This is an optimization exercise on Yosys and OpenROAD, whose aim is small area, a short achievable clock period and few clock cycles per item, not a production implementation.
At most, simulation tests tie the RTL to the original design; equivalence was not proved.
Power and IR drop assume default switching activity.

// longest_prefix_route_lookup
module longest_prefix_route_lookup
(
    input  logic               clk,
    input  logic               rst_n,
    input  logic               req_valid,
    output logic               req_ready,
    input  logic               req_func,
    input  logic [INDEX_W-1:0] req_entry_index,
    input  logic               req_entry_valid,
    input  logic [ADDR_W-1:0]  req_entry_prefix,
    input  logic [ADDR_W-1:0]  req_entry_mask,
    input  logic [ADDR_W-1:0]  req_lookup_addr,
    output logic               rsp_valid,
    input  logic               rsp_ready,
    output logic               rsp_hit,
    output logic [INDEX_W-1:0] rsp_best_index,
    output logic [LEN_W-1:0]   rsp_best_length
);
For scale: ~47000 sq um of cells after synthesis.
export LEC_CHECK = 0
export ABC_CLOCK_PERIOD_IN_PS = 2500
export CAP_MARGIN = 20
export CORE_MARGIN = 2
export CORE_UTILIZATION = 40
export PLACE_DENSITY = 0.8
export SETUP_SLACK_MARGIN = 2.8
export SLEW_MARGIN = 20
export TNS_END_PERCENT = 5
create_clock -name core_clock -period 5.0 [get_ports {clk}]
standard.sh (not shown) runs the stock make flow with config.mk's settings and CLKGATE_MAP_FILE= SYNTH_SCRIPT=/design/flow/synth_recipe.tcl, a recipe that flattens the netlist after the stock synthesis.
==> flow/flow/run.sh <==
#!/bin/bash
# The standard layout with a few changes:
#  - port buffers are buf_2 instead of the delay cell buffer_ports picks by default
#  - the resizer may swap a cell for one with another footprint
#  - clock tree: large sink clusters of clkbuf_16, no dummy loads
#  - after the standard synthesis, each mux2i_1 whose select net drives four
#    or more of them becomes an a22oi_1 fed by one shared inverter of that
#    net (same function, smaller); the rewrite is kept only if Yosys proves
#    the netlists equivalent. Registers are not touched.
set -uo pipefail
W=$PWD
VARS=(
  MATCH_CELL_FOOTPRINT=0
  "BUFFER_PORTS_ARGS=-buffer_cell sky130_fd_sc_hd__buf_2"
  "CTS_ARGS=-sink_clustering_enable -repair_clock_nets -buf_list sky130_fd_sc_hd__clkbuf_16 -sink_clustering_size 28 -sink_clustering_max_diameter 120 -dont_use_dummy_load"
)
bash standard.sh "${VARS[@]}" synth > synth.log 2>&1
R=$W/orfs/results/sky130hd/longest_prefix_route_lookup/base
LIB=$FLOW_HOME/platforms/sky130hd/lib/sky130_fd_sc_hd__tt_025C_1v80.lib
if [[ -f $R/1_2_yosys.v ]]; then
  cp $R/1_2_yosys.v $W/standard_1_2_yosys.v
  if python3 $W/flow/remap.py $W/standard_1_2_yosys.v $W/remap_1_2_yosys.v 4 > remap.log 2>&1; then
    sed -e "s#@LIB@#$LIB#" -e "s#@GOLD@#$W/standard_1_2_yosys.v#" -e "s#@GATE@#$W/remap_1_2_yosys.v#" \
      $W/flow/eq.ys.in > $W/eq.ys
    if yosys -q $W/eq.ys > eq.log 2>&1; then
      echo "equivalent: using the rewritten netlist" >> remap.log
      cp $W/remap_1_2_yosys.v $R/1_2_yosys.v
      rm -f $R/1_synth.odb $R/1_synth.sdc
    else
      echo "not proven equivalent: keeping the standard netlist" >> remap.log
    fi
  fi
fi
bash standard.sh "${VARS[@]}" finish > flow.log 2>&1
Other scripts of this flow, unchanged in this note and not shown: flow/flow/eq.ys.in, flow/flow/remap.py
Testbench counts at the start, summed over its fixed seeds: cycles 2,560, items 2,528.
Next try:
--- a/flow/config.mk
+++ b/flow/config.mk
@@ -12 +11,0 @@
-export PLACE_DENSITY = 0.8
Fmax came out higher by 4.2%.
Worst hold slack is about the same.
First-iteration DRC count fell by 32%.
Total power goes up by 0.73%.
Die area stays the same.
Non-clock buffer count shrinks by 2.
Final area barely changes.

---

The RTL this note starts from:
==> flow/design.v <==
package lprl_pkg;
    localparam int ENTRIES = 16;
    localparam int ADDR_W  = 32;
    localparam int INDEX_W = 4;
    localparam int LEN_W   = 6;
    function automatic logic [LEN_W-1:0] lead_ones(input logic [ADDR_W-1:0] m);
        logic [LEN_W-1:0] n;
        n = LEN_W'(ADDR_W);
        for (int i = 0; i < ADDR_W; i++)
        begin
            if (!m[i])
            begin
                n = LEN_W'(ADDR_W - 1 - i);
            end
        end
        lead_ones = n;
    endfunction
endpackage
import lprl_pkg::*;
module lprl_ctrl
(
    input  logic [ENTRIES-1:0] alive_in,
    input  logic [ENTRIES-1:0] b1,
    input  logic [ENTRIES-1:0] b0,
    output logic [ENTRIES-1:0] alive_out,
    output logic [1:0]         best
);
    logic any_hi;
    logic any_11;
    logic any_b0;
    assign any_hi = |(alive_in & b1);
    assign any_11 = |(alive_in & b1 & b0);
    assign any_b0 = |(alive_in & b0);
    assign best[1] = any_hi;
    assign best[0] = any_hi ? any_11 : any_b0;
    always_comb
    begin
        for (int i = 0; i < ENTRIES; i++)
        begin
            alive_out[i] = alive_in[i] && (b1[i] == best[1]) && (b0[i] == best[0]);
        end
    end
endmodule
module lprl_step1
(
    input  logic [ENTRIES-1:0] alive_in,
    input  logic [ENTRIES-1:0] b0,
    output logic               hit,
    output logic [INDEX_W-1:0] idx,
    output logic               best
);
    logic [ENTRIES-1:0] set;
    logic [INDEX_W-1:0] idx_set;
    logic [INDEX_W-1:0] idx_all;
    assign set  = alive_in & b0;
    assign best = |set;
    assign hit  = |alive_in;
    always_comb
    begin
        idx_set = '0;
        idx_all = '0;
        for (int i = ENTRIES - 1; i >= 0; i--)
        begin
            if (set[i])
            begin
                idx_set = INDEX_W'(i);
            end
            if (alive_in[i])
            begin
                idx_all = INDEX_W'(i);
            end
        end
    end
    assign idx = best ? idx_set : idx_all;
endmodule
import lprl_pkg::*;
module lprl_dp
(
    input  logic [ADDR_W-1:0]              addr,
    input  logic [ENTRIES-1:0][ADDR_W-1:0] c1,
    input  logic [ENTRIES-1:0][ADDR_W-1:0] c0,
    output logic [ENTRIES-1:0]             match_hi,
    output logic [ENTRIES-1:0]             match_lo
);
    always_comb
    begin
        for (int i = 0; i < ENTRIES; i++)
        begin
            match_hi[i] = (((c1[i][31:16] & ~addr[31:16]) | (c0[i][31:16] & addr[31:16])) == '0);
            match_lo[i] = (((c1[i][15:0] & ~addr[15:0]) | (c0[i][15:0] & addr[15:0])) == '0);
        end
    end
endmodule
import lprl_pkg::*;
module longest_prefix_route_lookup
(
    input  logic               clk,
    input  logic               rst_n,
    input  logic               req_valid,
    output logic               req_ready,
    input  logic               req_func,
    input  logic [INDEX_W-1:0] req_entry_index,
    input  logic               req_entry_valid,
    input  logic [ADDR_W-1:0]  req_entry_prefix,
    input  logic [ADDR_W-1:0]  req_entry_mask,
    input  logic [ADDR_W-1:0]  req_lookup_addr,
    output logic               rsp_valid,
    input  logic               rsp_ready,
    output logic               rsp_hit,
    output logic [INDEX_W-1:0] rsp_best_index,
    output logic [LEN_W-1:0]   rsp_best_length
);
    logic [ENTRIES-1:0][ADDR_W-1:1] c1_mem;
    logic [ENTRIES-1:0][ADDR_W-1:1] c0_mem;
    logic [ENTRIES-1:0]             c1_b0;
    logic [ENTRIES-1:0]             c0_b0;
    logic [ENTRIES-1:0][2:0]        len543_mem;
    logic [ENTRIES-1:0][1:0]        len21_mem;
    logic [ENTRIES-1:0]             len0_mem;
    logic               adv;
    logic               acc;
    logic               wr;
    logic [ENTRIES-1:0] wr_sel;
    logic [ADDR_W-1:0]  wr_c1;
    logic [ADDR_W-1:0]  wr_c0;
    logic [LEN_W-1:0]   wr_len;
    logic               s1_v;
    logic [ENTRIES-1:0] s1_hi;
    logic [ENTRIES-1:0] s1_lo;
    logic [ENTRIES-1:0] s1_alive;
    logic               s2_v;
    logic [ENTRIES-1:0] s2_alive;
    logic [2:0]         s2_len;
    logic               s3_v;
    logic [ENTRIES-1:0] s3_alive;
    logic [4:0]         s3_len;
    logic               wa_v;
    logic [INDEX_W-1:0] wa_idx;
    logic [2:0]         wa_len;
    logic               wb_v;
    logic [INDEX_W-1:0] wb_idx;
    logic               wb_len;
    logic               out_v;
    logic               out_hit;
    logic [INDEX_W-1:0] out_idx;
    logic [LEN_W-1:0]   out_len;
    logic               sk_v;
    logic               rdy_q;
    logic               sk_hit;
    logic [INDEX_W-1:0] sk_idx;
    logic [LEN_W-1:0]   sk_len;
    assign adv       = !sk_v;
    assign req_ready = rdy_q;
    assign acc       = req_valid && adv;
    assign wr        = acc && (req_func == 1'b0);
    always_comb
    begin
        for (int i = 0; i < ENTRIES; i++)
        begin
            wr_sel[i] = wr && (req_entry_index == INDEX_W'(i));
        end
    end
    assign wr_c1  = (req_entry_prefix & req_entry_mask) | {31'd0, !req_entry_valid};
    assign wr_c0  = (~req_entry_prefix & req_entry_mask) | {31'd0, !req_entry_valid};
    assign wr_len = lprl_pkg::lead_ones(req_entry_mask);
    always_ff @(posedge clk)
    begin
        for (int i = 0; i < ENTRIES; i++)
        begin
            if (wr_sel[i])
            begin
                c1_mem[i]     <= wr_c1[ADDR_W-1:1];
                c0_mem[i]     <= wr_c0[ADDR_W-1:1];
                len543_mem[i] <= wr_len[5:3];
            end
            if (adv && wa_v && (wa_idx == INDEX_W'(i)))
            begin
                len21_mem[i] <= wa_len[2:1];
            end
            if (adv && wb_v && (wb_idx == INDEX_W'(i)))
            begin
                len0_mem[i] <= wb_len;
            end
        end
    end
    always_ff @(posedge clk or negedge rst_n)
    begin
        if (!rst_n)
        begin
            c1_b0 <= '1;
            c0_b0 <= '1;
        end
        else
        begin
            for (int i = 0; i < ENTRIES; i++)
            begin
                if (wr_sel[i])
                begin
                    c1_b0[i] <= wr_c1[0];
                    c0_b0[i] <= wr_c0[0];
                end
            end
        end
    end
    logic [ENTRIES-1:0] match_hi;
    logic [ENTRIES-1:0] match_lo;
    logic [ENTRIES-1:0][ADDR_W-1:0] c1_all;
    logic [ENTRIES-1:0][ADDR_W-1:0] c0_all;
    always_comb
    begin
        for (int i = 0; i < ENTRIES; i++)
        begin
            c1_all[i] = {c1_mem[i], c1_b0[i]};
            c0_all[i] = {c0_mem[i], c0_b0[i]};
        end
    end
    lprl_dp u_dp (
        .addr  (req_lookup_addr),
        .c1    (c1_all),
        .c0    (c0_all),
        .match_hi (match_hi),
        .match_lo (match_lo)
    );
    assign s1_alive = s1_hi & s1_lo;
    logic [ENTRIES-1:0] b5, b4, b3, b2, b1, b0;
    logic [ENTRIES-1:0] alive43, alive2, alive3;
    logic [1:0]         best43, best21;
    logic               any32;
    logic               best0;
    always_comb
    begin
        for (int i = 0; i < ENTRIES; i++)
        begin
            b5[i] = len543_mem[i][2];
            b4[i] = len543_mem[i][1];
            b3[i] = len543_mem[i][0];
            b2[i] = len21_mem[i][1];
            b1[i] = len21_mem[i][0];
            b0[i] = len0_mem[i];
        end
    end
    assign any32  = |(s1_alive & b5);
    lprl_ctrl u_st43 (.alive_in(s1_alive), .b1(b4), .b0(b3), .alive_out(alive43), .best(best43));
    assign alive2 = any32 ? (s1_alive & b5) : alive43;
    lprl_ctrl  u_st21 (.alive_in(s2_alive), .b1(b2), .b0(b1), .alive_out(alive3), .best(best21));
    logic               enc_hit;
    logic [INDEX_W-1:0] enc_idx;
    logic [LEN_W-1:0]   enc_len;
    lprl_step1 u_st0  (.alive_in(s3_alive), .b0(b0), .hit(enc_hit), .idx(enc_idx), .best(best0));
    assign enc_len = {s3_len, best0};
    always_ff @(posedge clk)
    begin
        if (adv)
        begin
            s1_hi    <= (req_func == 1'b1) ? match_hi : '0;
            s1_lo    <= match_lo;
            s2_alive <= alive2;
            s2_len   <= {any32, any32 ? 2'b00 : best43};
            s3_alive <= alive3;
            s3_len   <= {s2_len, best21};
            wa_idx   <= req_entry_index;
            wa_len   <= wr_len[2:0];
            wb_idx   <= wa_idx;
            wb_len   <= wa_len[0];
        end
    end
    always_ff @(posedge clk or negedge rst_n)
    begin
        if (!rst_n)
        begin
            s1_v <= 1'b0;
            s2_v <= 1'b0;
            s3_v <= 1'b0;
            wa_v <= 1'b0;
            wb_v <= 1'b0;
        end
        else if (adv)
        begin
            s1_v <= acc;
            s2_v <= s1_v;
            s3_v <= s2_v;
            wa_v <= wr;
            wb_v <= wa_v;
        end
    end
    logic push;
    assign push = adv && s3_v;
    always_ff @(posedge clk or negedge rst_n)
    begin
        if (!rst_n)
        begin
            out_v <= 1'b0;
            sk_v  <= 1'b0;
            rdy_q <= 1'b1;
        end
        else
        begin
            out_v <= sk_v || push || (out_v && !rsp_ready);
            sk_v  <= (sk_v || push) && out_v && !rsp_ready;
            rdy_q <= !((sk_v || push) && out_v && !rsp_ready);
        end
    end
    always_ff @(posedge clk)
    begin
        if (!out_v || rsp_ready)
        begin
            if (sk_v)
            begin
                out_hit <= sk_hit;
                out_idx <= sk_idx;
                out_len <= sk_len;
            end
            else
            begin
                out_hit <= enc_hit;
                out_idx <= enc_idx;
                out_len <= enc_len;
            end
        end
        if (!sk_v)
        begin
            sk_hit <= enc_hit;
            sk_idx <= enc_idx;
            sk_len <= enc_len;
        end
    end
    assign rsp_valid       = out_v;
    assign rsp_hit         = out_hit;
    assign rsp_best_index  = out_idx;
    assign rsp_best_length = out_len;
endmodule
==> flow/config.mk <==
export PLATFORM = sky130hd
export DESIGN_NAME = longest_prefix_route_lookup
export DESIGN_NICKNAME = longest_prefix_route_lookup
export VERILOG_FILES = /design/flow/design.v
export SDC_FILE = /design/flow/constraint.sdc
export NUM_CORES = 4
export LEC_CHECK = 0
export ABC_CLOCK_PERIOD_IN_PS = 2500
export CAP_MARGIN = 20
export CORE_MARGIN = 2
export CORE_UTILIZATION = 40
export SETUP_SLACK_MARGIN = 3.0
export SLEW_MARGIN = 20
export TNS_END_PERCENT = 5
==> flow/constraint.sdc <==
create_clock -name core_clock -period 5.0 [get_ports {clk}]
set_input_delay 1.0000 -clock core_clock [delete_from_list [all_inputs] [get_ports {clk}]]
set_output_delay 1.0000 -clock core_clock [all_outputs]
set_load 0.01 [all_outputs]
==> flow/flow/run.sh <==
#!/bin/bash
# The standard layout with a few settings of ORFS's own changed:
#  - port buffers are buf_2 instead of the delay cell buffer_ports picks by default
#  - the resizer may swap a cell for one with another footprint
#  - clock tree: large sink clusters of clkbuf_16, no dummy loads
set -uo pipefail
bash standard.sh \
  MATCH_CELL_FOOTPRINT=0 \
  "BUFFER_PORTS_ARGS=-buffer_cell sky130_fd_sc_hd__buf_2" \
  "CTS_ARGS=-sink_clustering_enable -repair_clock_nets -buf_list sky130_fd_sc_hd__clkbuf_16 -sink_clustering_size 28 -sink_clustering_max_diameter 120 -dont_use_dummy_load" \
  finish > flow.log 2>&1
The first run completed with no timing, DRC or antenna violations.
Next try:
--- a/flow/config.mk
+++ b/flow/config.mk
@@ -11,4 +11,6 @@
 export CORE_UTILIZATION = 40
-export SETUP_SLACK_MARGIN = 3.0
+export CTS_BUF_LIST = sky130_fd_sc_hd__clkbuf_16
+export CTS_CLUSTER_DIAMETER = 120
+export CTS_CLUSTER_SIZE = 28
+export SETUP_SLACK_MARGIN = 2.8
 export SLEW_MARGIN = 20
-export TNS_END_PERCENT = 5
The changed run ran to the end with no violations.
First-iteration DRC count fell by 6.5%.
Utilization rose by 1.4 points.
Worst hold slack is better by 7.1 ps.
Setup slack is better by 12 ps.
Total power rose by 1.2%.
Maximum frequency rose by 0.51%.
Wire length rose by 3.3%.
Next try:
--- a/flow/config.mk
+++ b/flow/config.mk
@@ -11,6 +11,4 @@
 export CORE_UTILIZATION = 40
-export CTS_BUF_LIST = sky130_fd_sc_hd__clkbuf_16
-export CTS_CLUSTER_DIAMETER = 120
-export CTS_CLUSTER_SIZE = 28
 export SETUP_SLACK_MARGIN = 2.8
 export SLEW_MARGIN = 20
+export TNS_END_PERCENT = 5
What happened: Wire length goes down by 4.3%. Setup slack gets worse by 14 ps. Sequential power barely changes.
Next try:
--- a/flow/config.mk
+++ b/flow/config.mk
@@ -7,3 +7,3 @@
 export LEC_CHECK = 0
-export ABC_CLOCK_PERIOD_IN_PS = 2500
+export ABC_AREA = 1
 export CAP_MARGIN = 20
@@ -11,4 +11,3 @@
 export CORE_UTILIZATION = 40
-export SETUP_SLACK_MARGIN = 2.8
+export SETUP_SLACK_MARGIN = 2.5
 export SLEW_MARGIN = 20
-export TNS_END_PERCENT = 5
Effect: The new run completed without violations; sequential cell count is unchanged; global-route usage rises by 1.6 points; core utilization falls by 0.15 points; cell count rises by roughly a tenth; non-clock buffer count rises by 14; via count rises by a little under a tenth.
Next try:
--- a/flow/config.mk
+++ b/flow/config.mk
@@ -7,3 +7,3 @@
 export LEC_CHECK = 0
-export ABC_AREA = 1
+export ABC_CLOCK_PERIOD_IN_PS = 2500
 export CAP_MARGIN = 20
@@ -11,2 +11,5 @@
 export CORE_UTILIZATION = 40
+export CTS_BUF_LIST = sky130_fd_sc_hd__clkbuf_16
+export CTS_CLUSTER_DIAMETER = 120
+export CTS_CLUSTER_SIZE = 28
 export SETUP_SLACK_MARGIN = 2.5
What happened:
- global-route usage went down by 2.4 points
- cell count went down by 9.3%
- setup slack gains 52 ps
- design area went down by 0.86%
No functional check of the RTL was part of any run of this note.

re-timing with driven ports:
How much do the figures lean on ideal ports? The routed layouts below were timed once more, with nothing changed but the port constraints. Step 1, drivers: a clkbuf_16 drives clk and a buf_2 each remaining input, both assumed. Step 2 also shifts input and output timing later by t, the mid clock arrival at the registers, as if the neighbouring blocks saw the same clock. Slacks: no drivers / after step 1 / after step 2; pairs: no drivers / after step 1.
run	t, ns	setup slack, ns	worst hold slack (ns)	latest minus earliest clock arrival (ns)	worst data-port slew with drivers (ns)
the first run of note 1	0.715	2.552 / 2.552 / 1.940	0.438 / 0.438 / 0.438	0.100 / 0.100	0.16
the second run of note 1	0.738	2.650 / 2.580 / 1.989	0.441 / 0.406 / 0.441	0.065 / 0.065	0.17
the first run of note 2	0.723	2.561 / 2.561 / 2.048	0.434 / 0.434 / 0.434	0.080 / 0.080	0.15
the second run of note 2	0.728	2.573 / 2.573 / 2.083	0.441 / 0.441 / 0.441	0.095 / 0.096	0.15
the third run of note 2	0.725	2.559 / 2.570 / 1.856	0.434 / 0.434 / 0.434	0.085 / 0.085	0.16
the fourth run of note 2	0.744	2.434 / 2.480 / 1.736	0.431 / 0.429 / 0.431	0.143 / 0.143	0.17
the fifth run of note 2	0.722	2.486 / 2.526 / 1.806	0.440 / 0.440 / 0.440	0.091 / 0.091	0.14
After both steps every run listed still meets setup and hold. The setup slack of the third run of note 2, which loses most, moves by +0.011 ns with the drivers and by -0.703 ns with both steps.
